This is an optimization exercise on Yosys and OpenROAD, whose aim is small area, a short achievable clock period and few clock cycles per item, not a production implementation.
The clock port is modelled as an ideal driver, which makes a skipped or thinned clock tree look cheaper than it is; a real chip needs a root buffer or a tree.
No activity file was given, so power comes from the tool's default toggle rates.

== run 1 ==
// wr_req_merge_top
module wr_req_merge_top (
  input  wire                                        clk,
  input  wire                                        rst_n,
  input  wire [5-1:0]                    req_en,
  input  wire [5*32-1:0] req_data,
  output logic [5-1:0]                   req_avail_in,
  input  wire                                        avail_out,
  output logic                                       out_en,
  output logic [32-1:0]              out_data
);
  localparam int P = 5;
  localparam int DW = 32;
  localparam int BL = 4;
  logic [DW-1:0] slot [0:P*BL-1];
  logic [P*BL-1:0] v;         
  logic [P*BL-1:0] wp;        
  logic [P*BL-1:0] le;        
  logic [P*BL-1:0] rd;        
  logic [P-1:0] we;
  logic [P-1:0] full;
  logic av_r;
  logic active;               
  logic [P-1:0] cur;          
  logic [BL-1:0] widx;        
  logic [P*BL-1:0] sel;       
  logic [P-1:0] nxt;          
  logic nv;
  logic [P-1:0] rr;           
  logic [P-1:0] cand;
  logic [P-1:0] pick;
  logic any;
  logic send;
  logic last;
  logic load;
  assign cand = full & ~(cur & {P{active}}) & ~(nxt & {P{nv}});
  assign any = |cand;
  always_comb begin
    logic found;
    pick = '0;
    found = 1'b0;
    for (int k = 0; k < P; k++) begin
      for (int i = 0; i < P; i++) begin
        if (rr[k] && !found && cand[(k + i) % P]) begin
          pick[(k + i) % P] = 1'b1;
  ...
clock: 5.5 ns
lec_check: 0
cap_margin: 20
core_margin: 2
core_utilization: 70
setup_slack_margin: 3.7
slew_margin: 20
standard.sh (not shown) runs the stock make flow with config.mk's settings and CLKGATE_MAP_FILE= SYNTH_SCRIPT=/design/flow/synth_recipe.tcl, a recipe that flattens the netlist after the stock synthesis.
==> flow/flow/run.sh <==
#!/bin/bash
set -euo pipefail
here=$(cd "$(dirname "${BASH_SOURCE[0]}")" && pwd)
export CTS_ARGS="-sink_clustering_enable -repair_clock_nets -dont_use_dummy_load -sink_clustering_size 30 -sink_clustering_max_diameter 60 -buf_list sky130_fd_sc_hd__clkbuf_16"
export POST_CTS_TCL="$here/collapse_root.tcl"
export BUFFER_PORTS_ARGS="-buffer_cell sky130_fd_sc_hd__buf_2"
bash standard.sh > standard_flow.log 2>&1
==> flow/flow/collapse_root.tcl <==
set block [ord::get_db_block]
set clk_net [[$block findBTerm clk] getNet]
set loads {}
foreach it [$clk_net getITerms] {
  if {[[$it getMTerm] getIoType] eq "INPUT"} { lappend loads $it }
}
if {[llength $loads] == 1} {
  set root [[lindex $loads 0] getInst]
  set root_net ""
  foreach it [$root getITerms] {
    if {[[$it getMTerm] getIoType] eq "OUTPUT"} { set root_net [$it getNet] }
  }
  set outs {}
  foreach it [$root_net getITerms] {
    if {[[$it getMTerm] getIoType] eq "INPUT"} { lappend outs $it }
  }
  if {[string match *clkbuf* [[$root getMaster] getName]] && [llength $outs] <= 4} {
    puts "collapse_root: [$root getName] drove [llength $outs] cells; the clock port drives them now"
    foreach it $outs {
      $it disconnect
      $it connect $clk_net
    }
    odb::dbInst_destroy $root
    odb::dbNet_destroy $root_net
  } else {
    puts "collapse_root: root [$root getName] drives [llength $outs] cells; tree kept"
  }
}
Inputs modified between run 1 and run 2:
- SETUP_SLACK_MARGIN changed from 3.7 to 3.5
==> run notes <==
Run 1 → run 2: die boundary width now sits at about the same level; worst relative slew slack higher.
Arrival time of data at the critical path endpoint delta for run 2 relative to run 1: 1290 ps higher
Compared to run 1, the routing of run 2 uses less wire.
Sort run 2 and run 1 by global routing usage summed across all routing layers, descending, and run 1 comes first.
Min final area across run 2 and run 1: run 2
Changes in run 3 relative to run 2:
- SETUP_SLACK_MARGIN changed from 3.5 to 3.9
Notes after the runs:
Comparing layout clock buffer count for run 2 and run 3, the bigger number came from run 3.
NOTE total power after layout run 2->run 3 increased by a little under 10%
Compared with run 2, run 3 ends up with a larger final cell area.
For wire length, dividing the value from run 3 by the value from run 2 gives 1.3.
Run 3 against run 2: power share of the sequential group lost 4.2 points, layout overhead on the synthesized area has increased, fraction of power spent switching nets grew by 2.2 points.
Run 2 has higher maximum frequency than run 3.
NOTE: transition at the pin with the smallest max-transition slack in run 3 falls short of that of run 2
Run 3 vs run 2: worst path setup slack after routing down
Result: PASS for each of run 2 and run 3
Final-layout worst hold slack: higher on run 2
No run of this note included a check of the RTL's function; only the layout flow was run.

========
Setup of job 8250:
The RTL this note starts from:
==> flow/design.v <==
`timescale 1ns/10ps
`default_nettype none
module wr_req_merge_top (
  input  wire                                        clk,
  input  wire                                        rst_n,
  input  wire [5-1:0]                    req_en,
  input  wire [5*32-1:0] req_data,
  output logic [5-1:0]                   req_avail_in,
  input  wire                                        avail_out,
  output logic                                       out_en,
  output logic [32-1:0]              out_data
);
  localparam int P = 5;
  localparam int DW = 32;
  localparam int BL = 4;
  logic [DW-1:0] slot [0:P*BL-1];
  logic [P*BL-1:0] v;         
  logic [P*BL-1:0] wp;        
  logic [P*BL-1:0] rd;        
  logic [P-1:0] we;
  logic [P-1:0] full;
  logic av_r;
  logic active;
  logic [P-1:0] cur;
  logic [BL-1:0] widx;
  logic [P*BL-1:0] sel;       
  logic [P-1:0] nxt;
  logic nv;
  logic [P-1:0] rr;           
  logic send;
  logic last;
  logic load;
  assign send = av_r && active;
  assign last = send && widx[BL-1];
  assign load = last || !active;
  assign rd = sel & {P*BL{send}};
  for (genvar i = 0; i < P; i++) begin : gen_client
    logic [BL-1:0] wpi;
    logic [BL-1:0] wpn;
    logic [BL-1:0] fr;
    assign wpi = wp[BL*i +: BL];
    assign wpn = {wpi[BL-2:0], wpi[BL-1]};
    assign fr = ~v[BL*i +: BL] | rd[BL*i +: BL];
    assign we[i] = req_en[i] && req_avail_in[i];
    assign full[i] = &v[BL*i +: BL];
    for (genvar j = 0; j < BL; j++) begin : gen_slot
      always_ff @(posedge clk) begin
        if (wpi[j] && req_avail_in[i]) begin
          slot[BL*i+j] <= req_data[DW*i +: DW];
        end
      end
    end
    always_ff @(posedge clk or negedge rst_n) begin
      if (!rst_n) begin
        v[BL*i +: BL] <= '0;
        wp[BL*i +: BL] <= BL'(1);
        req_avail_in[i] <= 1'b0;
      end else begin
        v[BL*i +: BL] <= (v[BL*i +: BL] & ~rd[BL*i +: BL]) | (wpi & {BL{we[i]}});
        if (we[i]) begin
          wp[BL*i +: BL] <= wpn;
          req_avail_in[i] <= |(wpn & fr);
        end else begin
          req_avail_in[i] <= |(wpi & fr);
        end
      end
    end
  end
  logic [P-1:0] cand;
  logic [P-1:0] pick;
  assign cand = full & ~(cur & {P{active}}) & ~(nxt & {P{nv}});
  always_comb begin
    logic [2*P-1:0] dbl;
    logic [2*P-1:0] rq;
    logic found;
    pick = '0;
    found = 1'b0;
    for (int k = 0; k < P; k++) begin
      for (int i = 0; i < P; i++) begin
        if (rr[k] && !found && cand[(k + i) % P]) begin
          pick[(k + i) % P] = 1'b1;
          found = 1'b1;
        end
      end
    end
  end
  always_ff @(posedge clk or negedge rst_n) begin
    if (!rst_n) begin
      av_r <= 1'b0;
      active <= 1'b0;
      cur <= '0;
      widx <= BL'(1);
      sel <= '0;
      nxt <= '0;
      nv <= 1'b0;
      rr <= P'(1);
      out_en <= 1'b0;
    end else begin
      av_r <= avail_out;
      out_en <= send;
      if (load) begin
        cur <= nv ? nxt : pick;
        active <= nv || (|cand);
        widx <= BL'(1);
        for (int i = 0; i < P; i++) begin
          sel[BL*i +: BL] <= {BL{nv ? nxt[i] : pick[i]}} & BL'(1);
        end
      end else if (send) begin
        widx <= {widx[BL-2:0], widx[BL-1]};
        for (int i = 0; i < P; i++) begin
          sel[BL*i +: BL] <= {BL{cur[i]}} & {widx[BL-2:0], widx[BL-1]};
        end
      end
      if (load != nv) begin
        nxt <= pick;
        nv <= |cand;
      end else if (load) begin
        nv <= 1'b0;
      end
      if ((load || !nv) && (|cand)) begin
        rr <= {pick[P-2:0], pick[P-1]};
      end
    end
  end
  always_ff @(posedge clk) begin
    logic [DW-1:0] d;
    d = '0;
    for (int k = 0; k < P*BL; k++) begin
      d = d | (slot[k] & {DW{sel[k]}});
    end
    out_data <= d;
  end
endmodule
`default_nettype wire
make LEC_CHECK=0 CAP_MARGIN=20 CORE_MARGIN=2 CORE_UTILIZATION=65 CTS_BUF_LIST='sky130_fd_sc_hd__clkbuf_4 sky130_fd_sc_hd__clkbuf_8' SETUP_SLACK_MARGIN=3.5 SLEW_MARGIN=20 finish   # period 5.5 ns
run.sh (not shown) runs the stock make flow with config.mk's settings and CLKGATE_MAP_FILE= SYNTH_SCRIPT=/design/flow/synth_recipe.tcl, a recipe that flattens the netlist after the stock synthesis.
Stock flow here: none of the scripts above is used.
Edits applied to the flow inputs when going from job 8250 to job 6084:
# job 8250
export LEC_CHECK = 0
export CAP_MARGIN = 20
export CORE_MARGIN = 2
export CORE_UTILIZATION = 65
export CTS_BUF_LIST = sky130_fd_sc_hd__clkbuf_4 sky130_fd_sc_hd__clkbuf_8
export SETUP_SLACK_MARGIN = 3.5
export SLEW_MARGIN = 20
create_clock -name core_clock -period 5.5 [get_ports {clk}]
# job 6084
export LEC_CHECK = 0
export CAP_MARGIN = 20
export CORE_MARGIN = 2
export CORE_UTILIZATION = 70
export CTS_BUF_LIST = sky130_fd_sc_hd__clkbuf_8 sky130_fd_sc_hd__clkbuf_16
export CTS_CLUSTER_SIZE = 30
export SETUP_SLACK_MARGIN = 3.5
export SLEW_MARGIN = 20
create_clock -name core_clock -period 5.5 [get_ports {clk}]
Findings:
Between job 6084 and job 8250, the difference in final area is negligible. The data arrival time of the worst path number comes out lower for job 6084 vs job 8250. Looking at maximum operating frequency across both flows, job 6084 is the stronger of the two, with job 8250 trailing. For the total half-perimeter wirelength after legalization and detailed placement, job 6084 came in 270 um lower than job 8250 did. Job 6084 vs. job 8250: die area shows a reduction of 3100 sq um; fraction of the cycle the final worst path needs shows a reduction of 1.8 points; total power shows an increase of 1.9%; setup slack shows an increase of 0.099 ns. The lower post-CTS resize count of job 6084 and job 8250 is in job 8250. Share of cells above drive strength 1, job 6084 and job 8250: higher on job 8250. Total combinational power: lower on job 8250.
No functional check of the RTL was part of any run of this note.

afterwards: timing with drivers on the ports:
The results above use ideal ports. As a check the final layouts listed here were re-extracted and re-timed, cells and wires unchanged.
Step 1, drivers: a clkbuf_16 drives clk and a buf_2 each remaining input, both assumed.
Step 2, shift: input delay + t, output delay - t, t = (earliest + latest rising clock arrival at the registers) / 2. This alone moves slack from input paths to output paths.
Three values: ideal ports, drivers, drivers and shift; two values: the first two.
| run | shift t [ns] | setup WS [ns] | clock arrival spread, ns | worst register clock-pin slew, ns | cell pins on the clock port's net |
|---|---|---|---|---|---|
| run 1 | 0.516 | 3.417 / 3.292 / 3.042 | 0.062 / 0.062 | 0.11 / 0.11 | 4 |
| run 2 | 0.499 | 3.469 / 3.352 / 3.051 | 0.070 / 0.069 | 0.11 / 0.11 | 4 |
| run 3 | 0.518 | 3.370 / 3.326 / 3.042 | 0.069 / 0.069 | 0.12 / 0.12 | 4 |
| job 8250 | 0.738 | 3.151 / 3.099 / 3.075 | 0.035 / 0.035 | 0.07 / 0.07 | 1 |
| job 6084 | 0.651 | 3.250 / 3.190 / 3.041 | 0.026 / 0.027 | 0.07 / 0.07 | 1 |
After both steps every run listed still meets setup and hold. For run 2, which loses most, drivers alone change the setup slack by -0.117 ns; drivers and shift together by -0.418 ns.
